Background: an optimization exercise with open tools, aiming at small area, a short achievable clock period and few clock cycles per item. Do not read the settings as production practice.
Function was checked by simulation only, so behaviour that the tests miss may differ from the original.
Power and IR drop assume default switching activity.

`flow/design.v`:
```
`timescale 1ns / 1ps
package olr_pkg;
  localparam int X_BITS     = 10;
  localparam int COUNT_BITS = 12;
  localparam int Y_W        = 32;
  localparam int RES_W      = 32;
  localparam int SX_W  = X_BITS + COUNT_BITS;         
  localparam int SXX_W = 2 * X_BITS + COUNT_BITS;     
  localparam int SY_W  = Y_W + COUNT_BITS;            
  localparam int SXY_W = Y_W + X_BITS + COUNT_BITS;   
  localparam int D_W  = SXX_W + COUNT_BITS;           
  localparam int NS_W = 66;
  localparam int NO_W = 76;
  localparam int U_W = 23;
  localparam int A_W = 33;
  localparam int B_W = 54;
  localparam int SLOT   = 9;
  localparam int SLOT_W = 4;
endpackage
`timescale 1ns / 1ps
import olr_pkg::*;
module olr_div (
  input  logic                 clk,
  input  logic                 load,
  input  logic                 step,
  input  logic                 first,
  input  logic                 neg_in,
  input  logic [D_W+32:0]      mag,
  input  logic [D_W-1:0]       den,
  input  logic [D_W+1:0]       den3,
  output logic                 neg,
  output logic                 sat,
  output logic [31:0]          q
);
  localparam int R_W = D_W + 2;     
  logic               neg_r;
  logic               sat_r;
  logic [R_W-1:0]     rem_r;
  logic [31:0]        lo_r;
  logic [R_W-1:0]     r4;
  logic [R_W:0]       t1, t2, t3;
  logic               ge1, ge2, ge3;
  logic [D_W-1:0]     rem_sel;
  logic [1:0]         qd;
  logic               sat0;
  assign r4  = {rem_r[D_W-1:0], lo_r[31:30]};
  assign t1  = {1'b0, r4} - {3'b000, den};
  assign t2  = {1'b0, r4} - {2'b00, den, 1'b0};
  assign t3  = {1'b0, r4} - {1'b0, den3};
  assign ge1 = !t1[R_W];
  assign ge2 = !t2[R_W];
  assign ge3 = !t3[R_W];
  assign sat0 = rem_r >= R_W'(den);
  always_comb begin
    if (ge3) begin
      rem_sel = t3[D_W-1:0];
      qd      = 2'd3;
    end else if (ge2) begin
      rem_sel = t2[D_W-1:0];
      qd      = 2'd2;
    end else if (ge1) begin
      rem_sel = t1[D_W-1:0];
      qd      = 2'd1;
    end else begin
      rem_sel = r4[D_W-1:0];
      qd      = 2'd0;
    end
  end
  always_ff @(posedge clk) begin
    if (load) begin
      neg_r <= neg_in;
      sat_r <= 1'b0;
      rem_r <= mag[D_W+32:31];
      lo_r  <= {mag[30:0], 1'b0};
    end else if (step) begin
      if (first) sat_r <= sat0;
      rem_r <= R_W'(rem_sel);
      lo_r  <= {lo_r[29:0], qd};
    end
  end
  assign neg = neg_r;
  assign sat = sat_r;
  assign q   = lo_r;
endmodule
`timescale 1ns / 1ps
import olr_pkg::*;
module olr_add3 #(
  parameter int W = 8
) (
  input  logic [W-1:0] a,
  input  logic [W-1:0] b,
  input  logic [W-1:0] c,
  input  logic         cin0,
  input  logic         cin1,
  output logic [W-1:0] s
);
  logic [W-1:0] x, k;
  logic [W:0]   w;
  assign x = a ^ b ^ c;
  assign k = {((a[W-2:0] & b[W-2:0]) | (a[W-2:0] & c[W-2:0]) | (b[W-2:0] & c[W-2:0])), cin0};
  assign w = {x, 1'b1} + {k, cin1};
  assign s = w[W:1];
endmodule
module olr_dp (
  input  logic                             clk,
  input  logic                             rst_n,
  input  logic [SLOT_W-1:0]                slot_c,
  input  logic                             last,
  input  logic                             adv,
  output logic                             dv,
  output logic                             out_full_n,
  input  logic                             in_valid,
  output logic                             in_ready,
  input  logic [X_BITS-1:0]                x_coord,
  input  logic signed [Y_W-1:0]            y_value,
  output logic                             out_valid,
  input  logic                             out_ready,
  output logic signed [RES_W-1:0]          slope_value,
  output logic signed [RES_W-1:0]          offset_value,
  output logic                             fit_valid,
  output logic [COUNT_BITS-1:0]            points_seen,
  output logic                             point_dropped
);
  logic [COUNT_BITS-1:0]   n_r;
  logic [SX_W-1:0]         sx_r;
  logic signed [SY_W-1:0]  sy_r;
  logic [SXX_W-1:0]        sxx_r;
  logic signed [SXY_W-1:0] sxy_r;
  logic [D_W-33:0]         d_hi;
  logic [NS_W-33:0]        ns_hi;
  logic [NO_W-33:0]        no_hi;
  logic [31:0]             d_lo, ns_lo, no_lo;
  logic [D_W-1:0]          d_r;
  logic signed [NS_W-1:0]  ns_r;
  logic signed [NO_W-1:0]  no_r;
  assign d_r  = {d_hi, d_lo};
  assign ns_r = {ns_hi, ns_lo};
  assign no_r = {no_hi, no_lo};
  logic                        xv_r;
  logic [2:0]                  xc_r;
  logic [X_BITS-1:0]           x_r;
  logic signed [Y_W-1:0]       y_r;
  logic [1:0]                  xd_r;     
  logic [COUNT_BITS+9:0]       pn_r;     
  logic signed [A_W+9:0]      pa_r;     
  logic signed [B_W+10:0]     pnb_r;    
  logic signed [B_W+10:0]     pxy_r;    
  logic [2*X_BITS-1:0]         pxx_r;    
  logic xstep, xdone, xfer, drop, accept;
  logic [2:0] xc_nx;
  assign xc_nx  = xc_r + 3'd1;
  assign accept = in_valid && !xv_r;
  assign xstep  = xv_r && (xc_r != 3'd5);
  assign xdone  = xv_r && (xc_r == 3'd5);
  assign xfer   = adv && xdone;
  assign drop   = n_r == {COUNT_BITS{1'b1}};
  logic [COUNT_BITS+1:0] pn_t;
  logic [A_W+1:0]        pa_t;
  logic [B_W+2:0]        pnb_t, pxy_t;
  logic [X_BITS+1:0]     pxx_t;
  olr_add3 #(.W(COUNT_BITS+2)) u_pn (
    .a    ((COUNT_BITS+2)'(pn_r[COUNT_BITS+9:10])),
    .b    (xd_r[0] ? (COUNT_BITS+2)'(n_r) : '0),
    .c    (xd_r[1] ? (COUNT_BITS+2)'(n_r) << 1 : '0),
    .cin0 (1'b0), .cin1 (1'b0), .s (pn_t));
  olr_add3 #(.W(A_W+2)) u_pa (
    .a    ((A_W+2)'($signed(pa_r[A_W+9:10]))),
    .b    (~(xd_r[0] ? (A_W+2)'(sx_r) : '0)),
    .c    (~(xd_r[1] ? (A_W+2)'(sx_r) << 1 : '0)),
    .cin0 (1'b1), .cin1 (1'b1), .s (pa_t));
  olr_add3 #(.W(B_W+3)) u_pnb (
    .a    ((B_W+3)'($signed(pnb_r[B_W+10:10]))),
    .b    (~(xd_r[0] ? (B_W+3)'(sy_r) : '0)),
    .c    (~(xd_r[1] ? (B_W+3)'(sy_r) << 1 : '0)),
    .cin0 (1'b1), .cin1 (1'b1), .s (pnb_t));
  olr_add3 #(.W(B_W+3)) u_pxy (
    .a    ((B_W+3)'($signed(pxy_r[B_W+10:10]))),
    .b    (xd_r[0] ? (B_W+3)'(y_r) : '0),
    .c    (xd_r[1] ? (B_W+3)'(y_r) << 1 : '0),
    .cin0 (1'b0), .cin1 (1'b0), .s (pxy_t));
  olr_add3 #(.W(X_BITS+2)) u_pxx (
    .a    ((X_BITS+2)'(pxx_r[2*X_BITS-1:10])),
    .b    (xd_r[0] ? (X_BITS+2)'(x_r) : '0),
    .c    (xd_r[1] ? (X_BITS+2)'(x_r) << 1 : '0),
    .cin0 (1'b0), .cin1 (1'b0), .s (pxx_t));
  logic rdy_r;
  always_ff @(posedge clk) begin
    if (!rst_n) begin
      xv_r  <= 1'b0;
      rdy_r <= 1'b1;
    end else if (accept) begin
      xv_r  <= 1'b1;
      rdy_r <= 1'b0;
    end else if (xfer) begin
      xv_r  <= 1'b0;
      rdy_r <= 1'b1;
    end
  end
  assign in_ready = rdy_r;
  always_ff @(posedge clk) begin
    if (accept) begin
      x_r   <= x_coord;
      y_r   <= y_value;
      xc_r  <= 3'd0;
      xd_r  <= x_coord[1:0];
      pn_r  <= '0;
      pa_r  <= {(A_W)'(sxx_r), 10'd0};
      pnb_r <= {(B_W+1)'(sxy_r), 10'd0};
      pxy_r <= {(B_W+1)'(sxy_r), 10'd0};
      pxx_r <= '0;
    end else if (xstep) begin
      xc_r  <= xc_nx;
      xd_r  <= (xc_r == 3'd4) ? 2'b00 : x_r[2*xc_nx +: 2];
      pn_r  <= {pn_t, pn_r[9:2]};
      pa_r  <= {pa_t, pa_r[9:2]};
      pnb_r <= {pnb_t, pnb_r[9:2]};
      pxy_r <= {pxy_t, pxy_r[9:2]};
      pxx_r <= {pxx_t, pxx_r[9:2]};
    end
  end
  logic signed [U_W-1:0] u_nx;
  logic signed [A_W-1:0] a_nx;
  logic signed [B_W-1:0] b_nx;
  assign u_nx = $signed({1'b0, pn_r}) - $signed({1'b0, sx_r});
  assign a_nx = pa_r[A_W-1:0];
  assign b_nx = pnb_r[B_W-1:0];      
  always_ff @(posedge clk) begin
    if (!rst_n) begin
      n_r   <= '0;
      sx_r  <= '0;
      sy_r  <= '0;
      sxx_r <= '0;
      sxy_r <= '0;
    end else if (xfer && !drop) begin
      n_r   <= n_r + 1'b1;
      sx_r  <= sx_r + SX_W'(x_r);
      sy_r  <= sy_r + SY_W'(y_r);
      sxx_r <= sxx_r + SXX_W'(pxx_r);
      sxy_r <= pxy_r[SXY_W-1:0];
    end
  end
  logic                      yv_r;
  logic signed [U_W-1:0]     u_r;
  logic signed [A_W-1:0]     a_r;
  logic signed [B_W-1:0]     b_r;       
  logic [Y_W-1:0]            yy_r;      
  logic [11:0]               yx_r;      
  logic signed [U_W:0]       accu_r;    
  logic signed [A_W:0]       acca_r;    
  logic signed [B_W:0]       accxb_r;   
  logic signed [U_W:0]       accxu_r;   
  logic [1:0]                cd_r, cn_r, co_r;
  logic                      drop_y;
  logic ystep;
  assign ystep = yv_r && !slot_c[3];
  function automatic logic [2:0] booth(input logic b2, input logic b1, input logic b0);
    booth[2] = b2 && !(b1 && b0);
    booth[1] = b1 ^ b0;
    booth[0] = (b2 && !b1 && !b0) || (!b2 && b1 && b0);
  endfunction
  logic [2:0] ydl_r, ydh_r, xdl_r, xdh_r;    
  function automatic logic [U_W+4:0] ppl_u(input logic [2:0] d, input logic signed [U_W-1:0] m);
    logic [U_W+4:0] v;
    v = (d[1] ? (U_W+5)'(m) : '0) | (d[0] ? (U_W+5)'(m) << 1 : '0);
    ppl_u = v ^ {(U_W+5){d[2]}};
  endfunction
  function automatic logic [U_W+4:0] pph_u(input logic [2:0] d, input logic signed [U_W-1:0] m);
    logic [U_W+4:0] v;
    v = (d[1] ? (U_W+5)'(m) : '0) | (d[0] ? (U_W+5)'(m) << 1 : '0);
    v = v ^ {(U_W+5){d[2]}};
    pph_u = {v[U_W+2:0], d[2], d[2]};
  endfunction
  function automatic logic [A_W+4:0] ppl_a(input logic [2:0] d, input logic signed [A_W-1:0] m);
    logic [A_W+4:0] v;
    v = (d[1] ? (A_W+5)'(m) : '0) | (d[0] ? (A_W+5)'(m) << 1 : '0);
    ppl_a = v ^ {(A_W+5){d[2]}};
  endfunction
  function automatic logic [A_W+4:0] pph_a(input logic [2:0] d, input logic signed [A_W-1:0] m);
    logic [A_W+4:0] v;
    v = (d[1] ? (A_W+5)'(m) : '0) | (d[0] ? (A_W+5)'(m) << 1 : '0);
    v = v ^ {(A_W+5){d[2]}};
    pph_a = {v[A_W+2:0], d[2], d[2]};
  endfunction
  function automatic logic [B_W+4:0] ppl_b(input logic [2:0] d, input logic signed [B_W-1:0] m);
    logic [B_W+4:0] v;
    v = (d[1] ? (B_W+5)'(m) : '0) | (d[0] ? (B_W+5)'(m) << 1 : '0);
    ppl_b = v ^ {(B_W+5){d[2]}};
  endfunction
  function automatic logic [B_W+4:0] pph_b(input logic [2:0] d, input logic signed [B_W-1:0] m);
    logic [B_W+4:0] v;
    v = (d[1] ? (B_W+5)'(m) : '0) | (d[0] ? (B_W+5)'(m) << 1 : '0);
    v = v ^ {(B_W+5){d[2]}};
    pph_b = {v[B_W+2:0], d[2], d[2]};
  endfunction
  logic [2:0] xdl_nb, xdh_nb;
  assign xdl_nb = {!xdl_r[2], xdl_r[1:0]};
  assign xdh_nb = {!xdh_r[2], xdh_r[1:0]};
  logic [U_W+4:0] tu, txu;
  logic [A_W+4:0] ta;
  logic [B_W+4:0] txb;
  olr_add3 #(.W(U_W+5)) u_tu (
    .a ((U_W+5)'(accu_r)), .b (ppl_u(ydl_r, u_r)), .c (pph_u(ydh_r, u_r)),
    .cin0 (ydl_r[2]), .cin1 (ydh_r[2]), .s (tu));
  olr_add3 #(.W(U_W+5)) u_txu (
    .a ((U_W+5)'(accxu_r)), .b (ppl_u(xdl_r, u_r)), .c (pph_u(xdh_r, u_r)),
    .cin0 (xdl_r[2]), .cin1 (xdh_r[2]), .s (txu));
  olr_add3 #(.W(A_W+5)) u_ta (
    .a ((A_W+5)'(acca_r)), .b (ppl_a(ydl_r, a_r)), .c (pph_a(ydh_r, a_r)),
    .cin0 (ydl_r[2]), .cin1 (ydh_r[2]), .s (ta));
  olr_add3 #(.W(B_W+5)) u_txb (
    .a ((B_W+5)'(accxb_r)), .b (ppl_b(xdl_nb, b_r)), .c (pph_b(xdh_nb, b_r)),
    .cin0 (xdl_nb[2]), .cin1 (xdh_nb[2]), .s (txb));
  logic [5:0] sd, sn, so;
  logic [3:0] a_bits, nb_bits;
  assign a_bits  = a_r[4*slot_c[2:0] +: 4];
  assign nb_bits = b_r[4*slot_c[2:0] +: 4];
  assign sd = 6'(d_lo[3:0]) + 6'(txu[3:0]) + 6'(a_bits) + 6'(cd_r);
  assign sn = 6'(ns_lo[3:0]) + 6'(tu[3:0]) + 6'(nb_bits) + 6'(cn_r);
  assign so = 6'(no_lo[3:0]) + 6'(ta[3:0]) + 6'(txb[3:0]) + 6'(co_r);
  always_ff @(posedge clk) begin
    if (xfer) begin
      u_r     <= drop ? '0 : u_nx;
      a_r     <= drop ? '0 : a_nx;
      b_r     <= drop ? '0 : b_nx;
      yy_r    <= drop ? '0 : y_r;
      yx_r    <= drop ? '0 : {2'b00, x_r};
      ydl_r   <= drop ? '0 : booth(y_r[1], y_r[0], 1'b0);
      ydh_r   <= drop ? '0 : booth(y_r[3], y_r[2], y_r[1]);
      xdl_r   <= drop ? '0 : booth(x_r[1], x_r[0], 1'b0);
      xdh_r   <= drop ? '0 : booth(x_r[3], x_r[2], x_r[1]);
      drop_y  <= drop;
      accu_r  <= '0;
      acca_r  <= '0;
      accxb_r <= '0;
      accxu_r <= '0;
      cd_r    <= 2'd0;
      cn_r    <= 2'd0;
      co_r    <= 2'd0;
    end else if (ystep) begin
      accu_r  <= (U_W+1)'($signed(tu) >>> 4);
      acca_r  <= (A_W+1)'($signed(ta) >>> 4);
      accxu_r <= (U_W+1)'($signed(txu) >>> 4);
      accxb_r <= (B_W+1)'($signed(txb) >>> 4);
      yy_r    <= {4'b0000, yy_r[Y_W-1:4]};
      yx_r    <= {4'b0000, yx_r[11:4]};
      ydl_r   <= booth(yy_r[5], yy_r[4], yy_r[3]);
      ydh_r   <= booth(yy_r[7], yy_r[6], yy_r[5]);
      xdl_r   <= (slot_c < SLOT_W'(2)) ? booth(yx_r[5], yx_r[4], yx_r[3]) : 3'b000;
      xdh_r   <= (slot_c < SLOT_W'(2)) ? booth(yx_r[7], yx_r[6], yx_r[5]) : 3'b000;
      cd_r    <= sd[5:4];
      cn_r    <= sn[5:4];
      co_r    <= so[5:4];
    end
  end
  always_ff @(posedge clk) begin
    if (!rst_n) begin
      yv_r <= 1'b0;
    end else if (adv) begin
      yv_r <= xdone;
    end
  end
  localparam int DH = D_W - 32;
  localparam int SH = NS_W - 32;
  localparam int OH = NO_W - 32;
  logic [DH-1:0] dh_n;
  logic [SH-1:0] sh_n;
  logic [OH-1:0] oh_n;
  olr_add3 #(.W(DH)) u_dh (
    .a (d_hi), .b (DH'(accxu_r)), .c ({DH{a_r[A_W-1]}}),
    .cin0 (|cd_r), .cin1 (cd_r[1]), .s (dh_n));
  olr_add3 #(.W(SH)) u_sh (
    .a (ns_hi), .b (SH'(accu_r)), .c (SH'($signed(b_r[B_W-1:32]))),
    .cin0 (|cn_r), .cin1 (cn_r[1]), .s (sh_n));
  olr_add3 #(.W(OH)) u_oh (
    .a (no_hi), .b (OH'(acca_r)), .c (OH'(accxb_r)),
    .cin0 (|co_r), .cin1 (co_r[1]), .s (oh_n));
  always_ff @(posedge clk) begin
    if (!rst_n) begin
      d_hi  <= '0;
      ns_hi <= '0;
      no_hi <= '0;
      d_lo  <= '0;
      ns_lo <= '0;
      no_lo <= '0;
    end else if (ystep) begin
      d_lo  <= {sd[3:0], d_lo[31:4]};
      ns_lo <= {sn[3:0], ns_lo[31:4]};
      no_lo <= {so[3:0], no_lo[31:4]};
    end else if (adv && yv_r) begin
      d_hi  <= dh_n;
      ns_hi <= sh_n;
      no_hi <= oh_n;
    end
  end
  logic                  cur_r;
  logic                  v0_r, v1_r, fv_r;
  logic                  drop0_r, drop1_r;
  logic                  c0_r, dfirst;
  logic [D_W-1:0]        den_r  [2];
  logic [D_W+1:0]        den3_r [2];
  logic [1:0]            dload, dstep, dfst;
  logic                  fin;
  always_ff @(posedge clk) begin
    if (!rst_n) begin
      c0_r   <= 1'b0;
      dfirst <= 1'b0;
    end else begin
      c0_r   <= adv;
      dfirst <= c0_r;
    end
  end
  always_ff @(posedge clk) begin
    if (!rst_n) begin
      cur_r <= 1'b0;
      v0_r  <= 1'b0;
      v1_r  <= 1'b0;
      fv_r  <= 1'b0;
    end else if (adv) begin
      cur_r <= !cur_r;
      v0_r  <= yv_r;
      v1_r  <= v0_r;
      fv_r  <= v1_r;
    end
  end
  always_ff @(posedge clk) begin
    if (adv) begin
      drop0_r <= drop_y;
      drop1_r <= drop0_r;
    end
  end
  assign fin = fv_r && c0_r;
  assign dv  = v1_r;
  localparam int MAG_W = D_W + 33;
  logic [MAG_W-1:0] mag_s, mag_o;
  logic [D_W+1:0]   d3;
  logic [NS_W-1:0]  ns_abs;
  logic [NO_W-1:0]  no_abs;
  assign ns_abs = ns_r[NS_W-1] ? NS_W'(-ns_r) : NS_W'(ns_r);
  assign no_abs = no_r[NO_W-1] ? NO_W'(-no_r) : NO_W'(no_r);
  assign mag_s  = MAG_W'(ns_abs);
  assign mag_o  = MAG_W'(no_abs);
  assign d3     = {2'b00, d_r} + {1'b0, d_r, 1'b0};
  logic [31:0] q_s [2];
  logic [31:0] q_o [2];
  logic [1:0]  neg_s, neg_o, sat_s, sat_o;
  for (genvar p = 0; p < 2; p++) begin : g_pair
    logic ph0;
    assign ph0      = cur_r == 1'(p);
    assign dload[p] = ph0 && v0_r && c0_r;
    assign dstep[p] = ph0 ? (v0_r && !c0_r && (!last || adv)) : (v1_r && !last);
    assign dfst[p]  = ph0 && dfirst;
    always_ff @(posedge clk) begin
      if (dload[p]) begin
        den_r[p]  <= d_r;
        den3_r[p] <= d3;
      end
    end
    olr_div u_div_slope (
      .clk    (clk),
      .load   (dload[p]),
      .step   (dstep[p]),
      .first  (dfst[p]),
      .neg_in (ns_r[NS_W-1]),
      .mag    (mag_s),
      .den    (den_r[p]),
      .den3   (den3_r[p]),
      .neg    (neg_s[p]),
      .sat    (sat_s[p]),
      .q      (q_s[p])
    );
    olr_div u_div_offset (
      .clk    (clk),
      .load   (dload[p]),
      .step   (dstep[p]),
      .first  (dfst[p]),
      .neg_in (no_r[NO_W-1]),
      .mag    (mag_o),
      .den    (den_r[p]),
      .den3   (den3_r[p]),
      .neg    (neg_o[p]),
      .sat    (sat_o[p]),
      .q      (q_o[p])
    );
  end
  function automatic logic [RES_W-1:0] round_q(input logic [31:0] q, input logic neg,
                                               input logic sat);
    logic [32:0] q_inc;
    logic [31:0] q_dec;
    logic [31:0] rq;
    q_inc = {1'b0, q} + 33'd1;
    q_dec = q - 32'd1;
    rq    = q_inc[32:1];
    if (neg) round_q = (sat || q == '0) ? {sat, {(RES_W-1){1'b0}}} : {1'b1, ~q_dec[31:1]};
    else     round_q = (sat || rq[31]) ? {1'b0, {(RES_W-1){1'b1}}} : rq;
  endfunction
  logic                    ov_r;
  logic                    ovn_r;    
  logic signed [RES_W-1:0] slope_r, offset_r;
  logic                    fit_r;
  logic [COUNT_BITS-1:0]   seen_r;
  logic                    drop_r;
  logic                    fit;
  logic [D_W-1:0]          den_f;
  logic signed [RES_W-1:0] slope_f, offset_f;
  assign den_f    = cur_r ? den_r[1] : den_r[0];
  assign slope_f  = round_q(q_s[cur_r], neg_s[cur_r], sat_s[cur_r]);
  assign offset_f = round_q(q_o[cur_r], neg_o[cur_r], sat_o[cur_r]);
  assign fit      = den_f != '0;
  always_ff @(posedge clk) begin
    if (!rst_n) begin
      ov_r  <= 1'b0;
      ovn_r <= 1'b1;
    end else if (fin) begin
      ov_r  <= 1'b1;
      ovn_r <= 1'b0;
    end else if (out_ready) begin
      ov_r  <= 1'b0;
      ovn_r <= 1'b1;
    end
  end
  always_ff @(posedge clk) begin
    if (adv && v1_r) begin
      seen_r <= n_r - COUNT_BITS'(v0_r && !drop0_r) - COUNT_BITS'(yv_r && !drop_y);
      drop_r <= drop1_r;
    end
    if (fin) begin
      fit_r    <= fit;
      slope_r  <= fit ? slope_f : '0;
      offset_r <= fit ? offset_f : '0;
    end
  end
  assign out_valid     = ov_r;
  assign out_full_n    = ovn_r;
  assign slope_value   = slope_r;
  assign offset_value  = offset_r;
  assign fit_valid     = fit_r;
  assign points_seen   = seen_r;
  assign point_dropped = drop_r;
endmodule
`timescale 1ns / 1ps
import olr_pkg::*;
module olr_ctrl (
  input  logic              clk,
  input  logic              rst_n,
  input  logic              out_full_n,
  input  logic              dv,
  output logic [SLOT_W-1:0] slot_c,
  output logic              last,
  output logic              adv
);
  logic [SLOT_W-1:0] c_r;
  logic              last_r;
  assign last = last_r;
  assign adv  = last_r && !(dv && !out_full_n);
  always_ff @(posedge clk) begin
    if (!rst_n) begin
      c_r    <= '0;
      last_r <= 1'b0;
    end else if (!last_r) begin
      c_r    <= c_r + 1'b1;
      last_r <= c_r == SLOT_W'(SLOT - 2);
    end else if (adv) begin
      c_r    <= '0;
      last_r <= 1'b0;
    end
  end
  assign slot_c = c_r;
endmodule
`timescale 1ns / 1ps
import olr_pkg::*;
module online_linear_regression_fit (
  input  logic                             clk,
  input  logic                             rst_n,
  input  logic                             in_valid,
  output logic                             in_ready,
  input  logic [olr_pkg::X_BITS-1:0]       in_x_coord,
  input  logic signed [olr_pkg::Y_W-1:0]   in_y_value,
  output logic                             out_valid,
  input  logic                             out_ready,
  output logic signed [olr_pkg::RES_W-1:0] out_slope_value,
  output logic signed [olr_pkg::RES_W-1:0] out_offset_value,
  output logic                             out_fit_valid,
  output logic [olr_pkg::COUNT_BITS-1:0]   out_points_seen,
  output logic                             out_point_dropped
);
  logic [SLOT_W-1:0] slot_c;
  logic              adv;
  logic              last;
  logic              dv;
  logic              out_full_n;
  olr_ctrl u_ctrl (
    .clk       (clk),
    .rst_n     (rst_n),
    .out_full_n(out_full_n),
    .dv        (dv),
    .slot_c    (slot_c),
    .last      (last),
    .adv       (adv)
  );
  olr_dp u_dp (
    .clk           (clk),
    .rst_n         (rst_n),
    .slot_c        (slot_c),
    .last          (last),
    .adv           (adv),
    .dv            (dv),
    .out_full_n    (out_full_n),
    .in_valid      (in_valid),
    .in_ready      (in_ready),
    .x_coord       (in_x_coord),
    .y_value       (in_y_value),
    .out_valid     (out_valid),
    .out_ready     (out_ready),
    .slope_value   (out_slope_value),
    .offset_value  (out_offset_value),
    .fit_valid     (out_fit_valid),
    .points_seen   (out_points_seen),
    .point_dropped (out_point_dropped)
  );
endmodule
```
`flow/run.sh`:
```
#!/bin/bash
# synth_recipe.tcl (not shown) runs the flow's synth.tcl, then flattens the netlist and writes it again
# the make line also repeats each setting of config.mk as NAME=value (left out here)
make -C /OpenROAD-flow-scripts/flow DESIGN_CONFIG=/design/flow/config.mk WORK_HOME=/design/flow/orfs CLKGATE_MAP_FILE= SYNTH_SCRIPT=/design/flow/synth_recipe.tcl finish
```
`flow/config.mk`:
```
export PLATFORM = sky130hd
export DESIGN_NAME = online_linear_regression_fit
export DESIGN_NICKNAME = online_linear_regression_fit
export VERILOG_FILES = /design/flow/design.v
export SDC_FILE = /design/flow/constraint.sdc
export NUM_CORES = 4
export LEC_CHECK = 0
export CAP_MARGIN = 20
export CORE_MARGIN = 2
export CORE_UTILIZATION = 40
export SETUP_SLACK_MARGIN = 4.5
export SLEW_MARGIN = 20
```
`flow/constraint.sdc`:
```
create_clock -name core_clock -period 9.0 [get_ports {clk}]
set_input_delay 1.8000 -clock core_clock [delete_from_list [all_inputs] [get_ports {clk}]]
set_output_delay 1.8000 -clock core_clock [all_outputs]
set_load 0.01 [all_outputs]
```
==> notes.md <==
## flip-flops by register name, indices dropped and copies added, names as in the netlist, 54 cells and up
register                        cells
u_dp.den_r                         86
u_dp.pnb_r                         65
u_dp.g_pair.u_div_offset.rem_r     90
u_dp.g_pair.u_div_offset.lo_r      64
u_dp.accxb_r                       55
u_dp.sxy_r                         54
u_dp.den3_r                        92
u_dp.g_pair.u_div_slope.rem_r      88
u_dp.b_r                           54
u_dp.pxy_r                         65
u_dp.g_pair.u_div_slope.lo_r       64
## cell usage in the layout, fill, tap and decap left out, types with 213 or more instances in the layout
cell	n
nand2_1	1892
a21oi_1	1594
ha_1	1217
o21ai_0	994
inv_1	971
edfxtp_1	891
nor2_1	884
xnor2_1	879
a21o_1	642
dfxtp_1	607
xor2_1	529
fa_1	408
buf_4	298
nand3_1	284
a22oi_1	252
nor3_1	231
a211oi_1	214
nand2b_1	213
## worst max-delay path, delay by kind of cell (launching register included)
family	cells	cell delay [ns]
compound gates	8	2.11
fa+ha+maj	2	0.38
buf+inv	6	0.76
flops	1	0.38
simple gates	4	0.82
## power breakdown
part / switching, W / internal (W)
Clock: 0.00349 / 0.00463
Combinational: 0.00526 / 0.00400
Sequential: 0.000510 / 0.00779
## metal layers
metal / vias to the layer above / GRT usage / share of wire
li1: 59300 / - / -
met1: 60600 / 0.358 / 0.42
met2: 4310 / 0.439 / 0.45
met3: 1028 / 0.0357 / 0.066
met4: 4 / 0.146 / 0.062
met5: - / 0 / 0.000049
## per-stage QoR
step / hold WS (ns) / util
detailed placement: 0.427 / 0.420
global route: 0.458 / 0.457
finish: 0.441 / 0.457
global placement: 0.429 / 0.420
CTS: 0.442 / 0.448
floorplan: 0.400 / -
## worst paths after layout
check / from / endpoint / slack [ns] / cells past startpoint
max: u_dp.g_pair[0].u_div_slope.lo_r[30]$_DFFE_PP_ / u_dp.g_pair[0].u_div_slope.rem_r[8]$_DFFE_PP_ / 4.32 / 20
max reg2reg: u_dp.g_pair[0].u_div_slope.lo_r[30]$_DFFE_PP_ / u_dp.g_pair[0].u_div_slope.rem_r[8]$_DFFE_PP_ / 4.32 / 20
min: u_dp.drop0_r$_DFFE_PP_ / u_dp.drop1_r$_DFFE_PP_ / 0.44 / 0
min reg2reg: u_dp.drop0_r$_DFFE_PP_ / u_dp.drop1_r$_DFFE_PP_ / 0.44 / 0
## cell type report
type | instances | area, um2
clock inverters | 107 | 1170
repair buffers | 546 | 5850
multi-input cells | 13200 | 97200
clock buffers | 247 | 5240
fillers | 33900 | 188000
well taps | 4578 | 5730
diodes | 6 | 15.0
flip-flops and latches | 1502 | 39000
inverters | 1009 | 3880
## repair_timing
action,4_1_cts,5_1_grt
resized for setup,386,488
cloned,20,14
setup buffers,106,99
pin swaps,77,179
hold buffers,0,0
endpoints found under the setup margin,479,339
## logic make-up (layout without fill, tap and decap cells)
kind of cell / Yosys count / in the layout
DFF: 1502 / 1502
xor gates and xnor gates: 1439 / 1439
muxes: 152 / 152
buffers and inverters: 1735 / 1909
and+or+nand+nor: 4658 / 4659
adders and majority gates: 1720 / 1720
AOI/OAI and AO/OA: 5217 / 5219
other: 0 / 6
==> notes.md <==
status=no timing/DRC/antenna violations; Seq/Total Area, Yosys=0.280; Slew @ Worst Pin=1.29 ns; largest net degree at the start of global routing=174; worst setup margin=4.32 ns; first-pass GRT wire length=747000 um; CTS root buf=clkbuf_16; Synth Area in Simple Gates=0.156; pre-CTS WS=3.11 ns; fin cells=21200; routed vias/inst=5.91; Synth Register Bits=1502; top-area cell type share of the netlist area=0.192; CTS Buf Count=192; Distinct cells, synth=99; Critical Path, Cell by Cell=buf_6 -> inv_4 -> ha_4 -> fa_2 -> nor2b_4 -> o31a_1 -> o211ai_1 -> nand4b_1 -> nand4b_1 -> o31ai_4 -> o22a_1 -> a31oi_4 -> buf_6 -> buf_6 -> buf_8 -> clkbuf_16 -> nand2_2 -> o211ai_1 -> o21ai_1 -> a221oi_1; clk_skew=0.0796 ns; drt initial violations=11500; synthesized area=0.139 mm2; die area=0.353 mm2; kind of critical path=reg2reg; Clock Tree Buf Depth=4; Worst setup SP type=flip-flop; Synth Warn #=9; CP dominant cell by count=buf_6; DRC viols=0; drt pass-1 iters=7; slowest cell delay on critical path=0.49 ns; fraction of layout cells with a size suffix above 1=0.0866; placed insts=20600; post-route ant nets=0; Final setup viols=0; FP Rows=216; post-synthesis mux area share=0.0127; Final Slew Violations=0; crit path DAT=5.42 ns; CTS clock-pin slew for the worst setup and hold paths=0.07 ns; Lkg Pwr=65.3 nW; FMAX=0.214 GHz; relative slew slack=0.136; FFs w/ async S/R, synth=0; Hold Violations, Final=0; number of global-route vias before repair=117000; WP data required=9.74 ns; CP Capture Type=flip-flop; clock sink total=1502; Clk Latency, worst-skew pair=0.94 ns; detailed-route via count=125000; Compound-Gate Fraction of Synth Area=0.236; Syn Nets=18200; top-count cell post-synth=nand2_1; PortBufs=125; CORE AREA=0.346 mm2; Synth area leaders=edfxtp_1, ha_1, dfxtp_1; Initial Utilization=0.402; # IOs=126; overall power=0.0257 W; global route total overflow=0; CTS tree=yes; Die W=594 um; largest family of logic cells by synthesized area=compound AO/OA/AOI/OAI gates; Area Growth Syn to Fin=13.5%; Detailed Route WL=507000 um; Wirelength per Cell=23.9 um; setup TNS=0 ns; Tot GR Track Use=0.274; RSZ-0062 raised after global routing=true; antenna violations before repair=15; worst vdd ir=0.000195 V; design area=0.158 mm2; leading area contributor after synthesis=edfxtp_1; GPL Wtd Cong=0.979; final period utilization=0.520; average size of a mapped cell=8.48 um2; ys flop type=edfxtp_1; Final nets=18200; Post-synth EDFFs=891; Hold Crit Class=reg2reg; H-tree Lvls=4; Post-Synthesis Cells=16400; Final Critical Period=4.68 ns; height of the die=594 um; CP max FO=8; PD cells=162 mW/mm2; max-cap viol count=0; Slowest cell on crit path=o211ai_1; DPL Wire Length=382000 um; Post-synth top cells=nand2_1, a21oi_1, ha_1, o21ai_0, inv_1; Synth Area in Adders=0.177; Post-Place Cell Area=0.145 mm2; Synth Area in XOR/XNOR=0.0905
Testbench counts, summed over its fixed seeds: cycles 9,332, items 1,024.

## separate check: timing with driven ports
The flow's constraints put no driver on any port. The routed layout listed below was extracted and timed again, unchanged, in two steps.
Step 1 assumes that a clkbuf_16 drives the clock port and a buf_2 every other input.
Step 2 also shifts input and output timing later by t, the mid clock arrival at the registers, as if the neighbouring blocks saw the same clock.
Slacks: ideal ports / drivers / drivers and shift; pairs: ideal ports / drivers.
t (ns): 1.008
setup slack, ns: 4.321 / 4.321 / 3.787
worst setup path after step 2: input to register
After both steps setup and hold are still met in this run. The setup slack of this run moves by 0.000 ns with the drivers and by -0.534 ns with both steps.
